Source: an optimization exercise on an open RTL-to-GDS flow (aim: small area). Production flows keep margins and buffers that such runs may drop.
Only simulation tests tie the RTL to the original design; equivalence was not proved.
No activity file was given, so power comes from the tool's default toggle rates.

==> flow/design.v <==
package rv32_regfile_pkg;
    localparam int unsigned DATA_WIDTH = 32;
    localparam int unsigned ADDR_WIDTH = 5;
    localparam int unsigned NUM_REGS   = 2 ** ADDR_WIDTH;
    localparam int unsigned ZERO_REG   = 0;
    typedef logic [ADDR_WIDTH-1:0] reg_addr_t;
    typedef logic [DATA_WIDTH-1:0] reg_data_t;
endpackage
module rv32_regfile_read_port (
    input  logic [31:1] sel_n,
    input  logic [31:1] bits,
    output logic        data_n
);
    logic [15:0] pair_n;   
    for (genvar k = 0; k < 15; k++) begin : g_pairs
        rv32_regfile_oai22 u_pair (
            .a1 (sel_n[2*k+1]), .a2 (bits[2*k+1]),
            .b1 (sel_n[2*k+2]), .b2 (bits[2*k+2]),
            .y  (pair_n[k])
        );
    end
    rv32_regfile_nor2 u_last (.a (sel_n[31]), .b (bits[31]), .y (pair_n[15]));
    rv32_regfile_nand16n u_out (.a_n (pair_n), .y (data_n));
endmodule
module rv32_regfile_oai22 (
    input  logic a1, a2, b1, b2,
    output logic y
);
    assign y = !((a1 | a2) & (b1 | b2));
endmodule
module rv32_regfile_nor2 (
    input  logic a, b,
    output logic y
);
    assign y = !(a | b);
endmodule
module rv32_regfile_nand16n (
    input  logic [15:0] a_n,
    output logic        y
);
    logic [3:0] group;
    for (genvar g = 0; g < 4; g++) begin : g_groups
        assign group[g] = !(|a_n[4*g +: 4]);
    end
    assign y = !(&group);
endmodule
module rv32_register_file #(
    parameter int unsigned DATA_WIDTH = rv32_regfile_pkg::DATA_WIDTH,
    parameter int unsigned ADDR_WIDTH = rv32_regfile_pkg::ADDR_WIDTH
) (
    input  logic                  clk,
    input  logic                  reset,
    input  logic [ADDR_WIDTH-1:0] r1Address,
    input  logic [ADDR_WIDTH-1:0] r2Address,
    output logic [DATA_WIDTH-1:0] r1Data,
    output logic [DATA_WIDTH-1:0] r2Data,
    input  logic                  writeRegister,
    input  logic [ADDR_WIDTH-1:0] writeAddress,
    input  logic [DATA_WIDTH-1:0] writeData
);
    localparam int unsigned NumRegs = 1 << ADDR_WIDTH;
    logic [DATA_WIDTH-1:0][NumRegs-1:1] regs_t;
    logic [NumRegs-1:1]                 sel1_n, sel2_n;
    for (genvar i = 1; i < NumRegs; i++) begin : g_regs
        logic                  we;
        logic                  valid_q;
        logic [DATA_WIDTH-1:0] data_q;
        assign we = writeRegister && (writeAddress == ADDR_WIDTH'(i));
        always_ff @(posedge clk or posedge reset) begin
            if (reset) begin
                valid_q <= 1'b0;
            end else if (we) begin
                valid_q <= 1'b1;
            end
        end
        always_ff @(posedge clk) begin
            if (we) begin
                data_q <= ~writeData;
            end
        end
        for (genvar j = 0; j < DATA_WIDTH; j++) begin : g_bits
            assign regs_t[j][i] = data_q[j];
        end
        assign sel1_n[i] = !(valid_q && (r1Address == ADDR_WIDTH'(i)));
        assign sel2_n[i] = !(valid_q && (r2Address == ADDR_WIDTH'(i)));
    end
    for (genvar j = 0; j < DATA_WIDTH; j++) begin : g_cols
        rv32_regfile_read_port u_r1 (
            .sel_n (sel1_n),
            .bits  (regs_t[j]),
            .data_n (r1Data[j])
        );
        rv32_regfile_read_port u_r2 (
            .sel_n (sel2_n),
            .bits  (regs_t[j]),
            .data_n (r2Data[j])
        );
    end
endmodule
Settings: LEC_CHECK=0, CAP_MARGIN=20, CORE_MARGIN=2, CORE_UTILIZATION=50, SLEW_MARGIN=20, SYNTH_HIERARCHICAL=1, SYNTH_MINIMUM_KEEP_SIZE=0; clock period 6.0 ns.
standard.sh (not shown) runs the stock make flow with config.mk's settings and CLKGATE_MAP_FILE= SYNTH_SCRIPT=/design/flow/synth_recipe.tcl, a recipe that flattens the netlist after the stock synthesis.
==> flow/flow/run.sh <==
#!/bin/bash
set -euo pipefail
export BUFFER_PORTS_ARGS="-buffer_cell sky130_fd_sc_hd__buf_1"
export CTS_ARGS="-sink_clustering_enable -repair_clock_nets -dont_use_dummy_load -buf_list {sky130_fd_sc_hd__clkbuf_8 sky130_fd_sc_hd__clkbuf_16} -sink_clustering_size 16 -sink_clustering_max_diameter 50"
bash standard.sh finish > standard.log 2>&1
==> next run, changes <==
==> flow/flow/run.sh (replaced) <==
#!/bin/bash
set -euo pipefail
export BUFFER_PORTS_ARGS="-buffer_cell sky130_fd_sc_hd__buf_2"
export CTS_ARGS="-sink_clustering_enable -repair_clock_nets -dont_use_dummy_load -buf_list sky130_fd_sc_hd__clkbuf_16 -sink_clustering_size 28 -sink_clustering_max_diameter 100"
bash standard.sh finish > standard.log 2>&1
Global-route usage went down by 0.97 points.
Combinational power climbs by about 2%.
Sequential power stays flat.
Wire length decreases by 2.0%.
Total power falls by 15%.

## job 5306
// rv32_register_file: RTL as listed in full above, without the edits since
==> flow/config.mk <==
export PLATFORM = sky130hd
export DESIGN_NAME = rv32_register_file
export DESIGN_NICKNAME = rv32_register_file
export VERILOG_FILES = /design/flow/design.v
export SDC_FILE = /design/flow/constraint.sdc
export NUM_CORES = 4
export LEC_CHECK = 0
export CAP_MARGIN = 20
export CORE_MARGIN = 2
export CORE_UTILIZATION = 72
export SLEW_MARGIN = 20
export SYNTH_HIERARCHICAL = 1
export SYNTH_MINIMUM_KEEP_SIZE = 0
==> flow/constraint.sdc <==
create_clock -name core_clock -period 6.0 [get_ports {clk}]
set_input_delay 1.2000 -clock core_clock [delete_from_list [all_inputs] [get_ports {clk}]]
set_output_delay 1.2000 -clock core_clock [all_outputs]
set_load 0.01 [all_outputs]
==> flow/flow/run.sh <==
#!/bin/bash
set -euo pipefail
export BUFFER_PORTS_ARGS="-buffer_cell sky130_fd_sc_hd__buf_2"
export CTS_ARGS="-sink_clustering_enable -repair_clock_nets -dont_use_dummy_load -buf_list sky130_fd_sc_hd__clkbuf_16 -sink_clustering_size 28 -sink_clustering_max_diameter 100"
bash standard.sh finish > standard.log 2>&1
--- input diff job 5306..job 1224 ---
# job 5306
export LEC_CHECK = 0
export CAP_MARGIN = 20
export CORE_MARGIN = 2
export CORE_UTILIZATION = 72
export SLEW_MARGIN = 20
export SYNTH_HIERARCHICAL = 1
export SYNTH_MINIMUM_KEEP_SIZE = 0
create_clock -name core_clock -period 6.0 [get_ports {clk}]
# job 1224
export LEC_CHECK = 0
export CAP_MARGIN = 10
export CORE_MARGIN = 2
export CORE_UTILIZATION = 50
export GPL_TIMING_DRIVEN = 0
export SLEW_MARGIN = 10
export SYNTH_HIERARCHICAL = 1
export SYNTH_MINIMUM_KEEP_SIZE = 0
create_clock -name core_clock -period 6.0 [get_ports {clk}]
[summary]
- r1Data[10] as the capture point of the critical path was reported by job 5306, and r1Data[1] by job 1224.
- On share of total power in combinational logic, the higher figure sits with job 1224, not job 5306.
- Between job 1224 and job 5306, combinational power is higher for job 1224, job 5306 comes in under that.
- Final worst-path setup slack: job 1224 < job 5306
- Looking at job 1224 and job 5306, the DRC violation count after routing is a wash.
- Wire length delta for job 1224 relative to job 5306: 10 mm higher
- Per the comparison of job 1224 with job 5306, total net switching power moved up; peak per-stage delay on the critical path increased 0.03 ns; cell area +3.5%; internal power component flat; fraction of area in non-clock buffers saw an increase.
- Number of placed instances, taps included in job 1224 is 281 above job 5306.
What job 335 does differently from job 1224 at the input level:
# job 1224
export LEC_CHECK = 0
export CAP_MARGIN = 10
export CORE_MARGIN = 2
export CORE_UTILIZATION = 50
export GPL_TIMING_DRIVEN = 0
export SLEW_MARGIN = 10
export SYNTH_HIERARCHICAL = 1
export SYNTH_MINIMUM_KEEP_SIZE = 0
create_clock -name core_clock -period 6.0 [get_ports {clk}]
# job 335
export LEC_CHECK = 0
export CAP_MARGIN = 0
export CORE_MARGIN = 2
export CORE_UTILIZATION = 50
export SLEW_MARGIN = 0
export SYNTH_HIERARCHICAL = 1
export SYNTH_MINIMUM_KEEP_SIZE = 0
create_clock -name core_clock -period 6.0 [get_ports {clk}]
Findings:
- Job 1224 and job 335 ended up with nearly the same internal portion of total power.
- Job 335: combinational power share is 0.2 points lower than what job 1224 reported.
- Cmp job 1224 and job 335 / utilization after layout / lower: job 335
- r1Data[1] as the destination of the critical timing path was reported by job 1224, and r1Data[4] by job 335.
The inputs of job 5478 differ from those of job 335 as listed below.
# job 335
export LEC_CHECK = 0
export CAP_MARGIN = 0
export CORE_MARGIN = 2
export CORE_UTILIZATION = 50
export SLEW_MARGIN = 0
export SYNTH_HIERARCHICAL = 1
export SYNTH_MINIMUM_KEEP_SIZE = 0
create_clock -name core_clock -period 6.0 [get_ports {clk}]
# job 5478
export LEC_CHECK = 0
export CAP_MARGIN = 20
export CORE_MARGIN = 2
export CORE_UTILIZATION = 62
export SLEW_MARGIN = 20
export SYNTH_HIERARCHICAL = 1
export SYNTH_MINIMUM_KEEP_SIZE = 0
create_clock -name core_clock -period 6.0 [get_ports {clk}]
## What came out
- Job 5478 completed; timing, DRC and antenna clean
- There was hardly any difference in clock latency reported for the late side of the worst-skew pair between job 5478 and job 335.
- From job 335 to job 5478, total number of H-tree levels did not move at all.
- Taking job 335 as the reference, in job 5478 clock share of power shrank by 0.2 points; half-perimeter wire length after detailed placement shrank by 4.0%; sum of met2 wire segment lengths after detailed routing shrank by 0.66%; worst-case vdd ir drop grew by about 50%; wire length shrank by 3.2%.
- Power consumed by the clock network: job 5478 vs job 335 down about 1%
- Worst-path cell with the longest stage delay = sky130_fd_sc_hd__nand4_1: job 335; worst-path cell with the longest stage delay = sky130_fd_sc_hd__nand3_2: job 5478
- The first-pass GRT wire length in job 5478 sits about 2.4% below the value recorded for job 335.
- Design area: higher on job 335
- Sequential share of layout area: lower on job 335

rv32_register_file, a different RTL version from the one above (not shown whole).
Size in the first run: about 110 I/O pins.
Settings: LEC_CHECK=0, CAP_MARGIN=20, CORE_MARGIN=2, CORE_UTILIZATION=62, PLACE_DENSITY=0.85, SLEW_MARGIN=20, SYNTH_HIERARCHICAL=1, SYNTH_MINIMUM_KEEP_SIZE=0; clock period 6.0 ns.
Scripts as last shown in full above: flow/flow/run.sh
Change:
- PLACE_DENSITY: 0.85 -> unset
What happened: The new run ran to the end with no violations. Clock-buffer cell count stays the same. Global-route usage came out higher by 1.3 points. Sequential share of layout area drops by 0.33 points. Via count falls by a few percent. Clock power is about the same. Die area is unchanged. Total power barely changes. Setup slack improved by 0.12 ns. Sequential power stays flat. Core utilization goes up by 0.33 points. Non-clock buffer count increases by 13.
Change:
- PLACE_DENSITY: unset -> 0.75
Result: The changed run finished with timing, DRC and antenna clean. Non-clock buffer count falls by 5. Hold slack improves by 0.064 ns. Total power hardly moves. Synthesized area is unchanged. Utilization barely changes. Cell area hardly moves.

## port drivers added, routing unchanged
The results above use ideal ports. As a check the final layouts listed here were re-extracted and re-timed, cells and wires unchanged. Step 1 sets driving cells, clkbuf_16 on the clock port and buf_2 on the other inputs (assumed; they add their load-dependent delay and slew). Step 2 times the ports against the registers' clock, not the clock port: input delays grow and output delays shrink by t, the midpoint of the rising clock arrivals with the driver on. Three values: ideal ports, drivers, drivers and shift; two values: the first two.
run	shift t [ns]	slack for setup (ns)	clock arrival spread, ns
the first run of note 1	0.719	0.462 / 0.442 / 0.442	0.058 / 0.058
the second run of note 1	0.684	0.613 / 0.588 / 0.588	0.045 / 0.045
job 5306	0.701	0.499 / 0.477 / 0.477	0.047 / 0.048
job 1224	0.698	0.314 / 0.283 / 0.283	0.033 / 0.033
job 335	0.683	0.603 / 0.580 / 0.580	0.027 / 0.027
job 5478	0.680	0.723 / 0.698 / 0.698	0.034 / 0.033
the first run of note 3	0.684	0.530 / 0.506 / 0.506	0.033 / 0.033
the second run of note 3	0.677	0.648 / 0.625 / 0.625	0.048 / 0.048
the third run of note 3	0.693	0.466 / 0.445 / 0.445	0.064 / 0.063
After both steps every run listed still meets setup and hold. The setup slack of job 1224, which loses most, moves by -0.031 ns with the drivers and by -0.031 ns with both steps.
